Background: an optimization exercise with open tools, aiming at small area. Do not read the settings as production practice.
Only simulation tests tie the RTL to the original design; equivalence was not proved.

## div_top
module div_top (
    input  wire        i_clk,
    input  wire        i_rst,
    input  wire        en,
    input  wire [15:0] a,
    input  wire [15:0] b,
    output logic       done,
    output logic [15:0] result
);
Size: roughly 1,400 cells after synthesis, about 38 flip-flops, ~52 I/O pins, roughly 9900 um2 of cells after synthesis.
Settings: LEC_CHECK=0, ABC_AREA=1, CAP_MARGIN=20, CORE_MARGIN=2, CORE_UTILIZATION=55, CTS_BUF_LIST=sky130_fd_sc_hd__clkbuf_4 sky130_fd_sc_hd__clkbuf_8, GPL_TIMING_DRIVEN=0, SLEW_MARGIN=20; clock period 16.0 ns.
standard.sh (not shown) runs the stock make flow with config.mk's settings and CLKGATE_MAP_FILE= SYNTH_SCRIPT=/design/flow/synth_recipe.tcl, a recipe that flattens the netlist after the stock synthesis.
==> flow/flow/run.sh <==
#!/bin/bash
# The standard layout with changes that only affect mapping and buffering:
#  - abc maps for area without its own fanout buffering and upsizing
#    (flow/abc_area.script replaces ORFS's abc_area.script; every other
#    ORFS script is used as it is),
#  - port buffers are the smallest buffer cell,
#  - any buffers from synthesis are removed at floorplan; repair_design and
#    repair_timing add what slew, capacitance and timing need.
set -euo pipefail
here=$(pwd)
mkdir -p "$here/scripts"
for f in "$FLOW_HOME"/scripts/*; do
  ln -sf "$f" "$here/scripts/"
done
rm -f "$here/scripts/abc_area.script"
cp "$here/flow/abc_area.script" "$here/scripts/abc_area.script"
export SCRIPTS_DIR="$here/scripts"
export BUFFER_PORTS_ARGS="-buffer_cell sky130_fd_sc_hd__buf_1"
export REMOVE_ABC_BUFFERS=1
bash standard.sh > standard_flow.log 2>&1
==> flow/flow/abc_area.script <==
strash
dch
map -a
topo
stime -c
dnsize -c
Rerun with:
--- a/flow/config.mk
+++ b/flow/config.mk
@@ -8,3 +8,3 @@
 export ABC_AREA = 1
-export CAP_MARGIN = 20
+export CAP_MARGIN = 0
 export CORE_MARGIN = 2
@@ -13,2 +13,2 @@
 export GPL_TIMING_DRIVEN = 0
-export SLEW_MARGIN = 20
+export SLEW_MARGIN = 0
Outcome: Now the flow finished with capacitance limit, slew limit left. Routed wire length rises by about 1.1%. Sequential cell count is unchanged. Clock-buffer cell count does not change. Clock skew rises by 0.0059 ns. Via count shrinks by about 0.3%. Core utilization came out lower by 0.22 points. Non-clock buffer count falls by 3.

== run 1 ==
Another version of the RTL of div_top (not shown whole).
For scale: about 1800 cells after synthesis, about 38 flip-flops, about 52 I/O pins, about 12000 µm² of cells after synthesis.
Settings: LEC_CHECK=0, ABC_AREA=1, CAP_MARGIN=20, CORE_MARGIN=2, CORE_UTILIZATION=45, GPL_TIMING_DRIVEN=0, SLEW_MARGIN=20; clock period 16.0 ns.
==> flow/flow/run.sh <==
#!/bin/bash
# The standard layout with three changes that only affect cell sizing:
#  - port buffers are the smallest buffer cell,
#  - the buffers abc adds for fanout are removed at floorplan (repair_design
#    puts back what slew and capacitance need),
#  - after global routing, cells on paths with slack are downsized.
set -euo pipefail
export BUFFER_PORTS_ARGS="-buffer_cell sky130_fd_sc_hd__buf_1"
export REMOVE_ABC_BUFFERS=1
export RECOVER_POWER=100
bash standard.sh > standard_flow.log 2>&1
Layout checks on run 1: not met. Flow itself completed; violations: max-capacitance violations, max-slew violations.
Modified inputs, run 2 compared to run 1
==> flow/flow/run.sh <==
#!/bin/bash
# The standard layout, except that the port buffers are the smallest
# buffer cell instead of the one buffer_ports picks by default.
set -euo pipefail
export BUFFER_PORTS_ARGS="-buffer_cell sky130_fd_sc_hd__buf_1"
bash standard.sh > standard_flow.log 2>&1
Findings:
- For run 1, the launching element of the worst setup path was b[14], unlike run 2, where it was b[1].
- Run 2: no failed stages, no open violations at the end
- Against run 1 as the reference, run 2 delivers a higher buffering stage count on the worst path with inverters included.
- Diff run 2..run 1 | final-layout clock-cell area share | negligible
- Lower total via count after detailed routing was reported by run 1, not run 2.
- Between run 1 and run 2, the flow reports global-route wire length before repair increasing by more than 10%.
- Run 2 vs run 1 on global-route usage over all layers: run 2 is the higher one.
- Per the comparison of run 2 with run 1, critical path depth decreased by about 10% relative to the old numbers, number of inserted filler cells in the final layout climbed 30.
- [compare] base=run 1 new=run 2: final cell count increased by 117 relative to the old numbers; post-place setup slack moved up.
- Post-route cell area: run 1 and run 2 compared, lower one is run 1
The inputs of run 3 differ from those of run 2 as listed below.
==> flow/run.sh (new file) <==
#!/bin/bash
# synth_recipe.tcl (not shown) runs the flow's synth.tcl, then flattens the netlist and writes it again
# the make line also repeats each setting of config.mk as NAME=value (left out here)
make -C /OpenROAD-flow-scripts/flow DESIGN_CONFIG=/design/flow/config.mk WORK_HOME=/design/flow/orfs CLKGATE_MAP_FILE= SYNTH_SCRIPT=/design/flow/synth_recipe.tcl finish
removed: flow/flow/run.sh
removed: flow/standard.sh
### Flow results
- Compared with run 2, in run 3 number of non-filler instances in the completed layout climbed about 0.32%, final area rose 3.0%, via count saw an increase.
- Sort run 2 and run 3 by global-route usage asc -> top: run 3
- Run 3: PASS, flow complete, no timing, DRC or antenna violations
- Of the two values seen for busiest layer in global routing, met2 was produced by run 3 and met1 by run 2.
- Re flip-flop and latch share of the layout cell area: run 2 was higher than run 3.
- Run 3 — least setup slack across all paths after layout 100 ps lower, run 2 as reference

05-28:
Another version of the RTL of div_top (not shown whole).
For scale: ~1700 cells after synthesis, about 34 flip-flops, roughly 11000 um2 of cells after synthesis.
## div_top
module div_top (
    input  wire        i_clk,
    input  wire        i_rst,
    input  wire        en,
    input  wire [15:0] a,
    input  wire [15:0] b,
    output logic       done,
    output logic [15:0] result
);
==> flow/config.mk <==
export PLATFORM = sky130hd
export DESIGN_NAME = div_top
export DESIGN_NICKNAME = div_top
export VERILOG_FILES = /design/flow/design.v
export SDC_FILE = /design/flow/constraint.sdc
export NUM_CORES = 4
export LEC_CHECK = 0
export ABC_AREA = 1
export CAP_MARGIN = 10
export CORE_MARGIN = 2
export CORE_UTILIZATION = 50
export CTS_BUF_LIST = sky130_fd_sc_hd__clkbuf_4 sky130_fd_sc_hd__clkbuf_8
export GPL_TIMING_DRIVEN = 0
export SLEW_MARGIN = 10
==> flow/constraint.sdc <==
create_clock -name core_clock -period 16.0 [get_ports {i_clk}]
set_input_delay 3.2000 -clock core_clock [delete_from_list [all_inputs] [get_ports {i_clk}]]
set_output_delay 3.2000 -clock core_clock [all_outputs]
set_load 0.01 [all_outputs]
==> flow/flow/run.sh <==
#!/bin/bash
# The standard layout with two changes that only affect buffering:
#  - port buffers are the smallest buffer cell,
#  - the buffers abc adds for fanout are removed at floorplan; repair_design
#    puts back what slew and capacitance need.
set -euo pipefail
export BUFFER_PORTS_ARGS="-buffer_cell sky130_fd_sc_hd__buf_1"
export REMOVE_ABC_BUFFERS=1
bash standard.sh > standard_flow.log 2>&1
#### Input delta (11-21 over 05-28)
- changing CAP_MARGIN from 10 to 20
- changing CORE_UTILIZATION from 50 to 55
- changing SLEW_MARGIN from 10 to 20
## What came out
11-21: full flow OK, the timing, design-rule and antenna checks passed. From 05-28 to 11-21 the numbers moved as follows: arithmetic-cell share of the synthesized area counting full adders, half adders and majority gates stayed essentially flat, non-clock buffer count in the final layout moved down, wire length fell 210 um. Launching instance or port of the critical path: b[1] -> 11-21, b[0] -> 05-28. Between 11-21 and 05-28, the total half-perimeter wirelength after legalization and detailed placement figures differ only marginally. Clock tree buffer count of the final layout delta for 11-21 relative to 05-28: 1 higher. Going from 05-28 to 11-21, full die area shrank by a little under 10%.

[afterwards: timing with drivers on the ports]
How much do the figures lean on ideal ports? The routed layouts below were timed once more, with nothing changed but the port constraints.
Step 1 (the two cells are an assumption about what drives the block):
set clk [get_ports {i_clk}]
set_driving_cell -lib_cell sky130_fd_sc_hd__clkbuf_16 $clk
set_driving_cell -lib_cell sky130_fd_sc_hd__buf_2 [delete_from_list [all_inputs] $clk]
Step 2 moves the port delays by t, midway between the first and last clock arrival at a register: inputs arrive t later, outputs are due t later. That takes back most of the time a late clock gives input paths.
Slacks: ideal / step 1 / step 2; pairs: ideal / step 1.
run | shift t [ns] | setup WS [ns] | clock arrival spread, ns | worst data-port slew with drivers (ns) | cell pins on the clock port's net
the first run of note 1 | 0.325 | 0.675 / 0.647 / 0.971 | 0.006 / 0.007 | 0.03 | 1
the second run of note 1 | 0.331 | 0.637 / 0.604 / 0.935 | 0.012 / 0.012 | 0.03 | 1
run 1 | 0.328 | 0.690 / 0.706 / 0.378 | 0.010 / 0.009 | 0.03 | 1
run 2 | 0.334 | 0.430 / 0.454 / 0.120 | 0.007 / 0.006 | 0.03 | 1
run 3 | 0.332 | 0.328 / 0.348 / 0.016 | 0.008 / 0.008 | 0.03 | 1
05-28 | 0.330 | 0.941 / 0.952 / 0.622 | 0.008 / 0.007 | 0.03 | 1
11-21 | 0.335 | 0.859 / 0.864 / 0.529 | 0.011 / 0.012 | 0.05 | 1
For 11-21, which loses most, drivers alone change the setup slack by +0.005 ns; drivers and shift together by -0.330 ns.
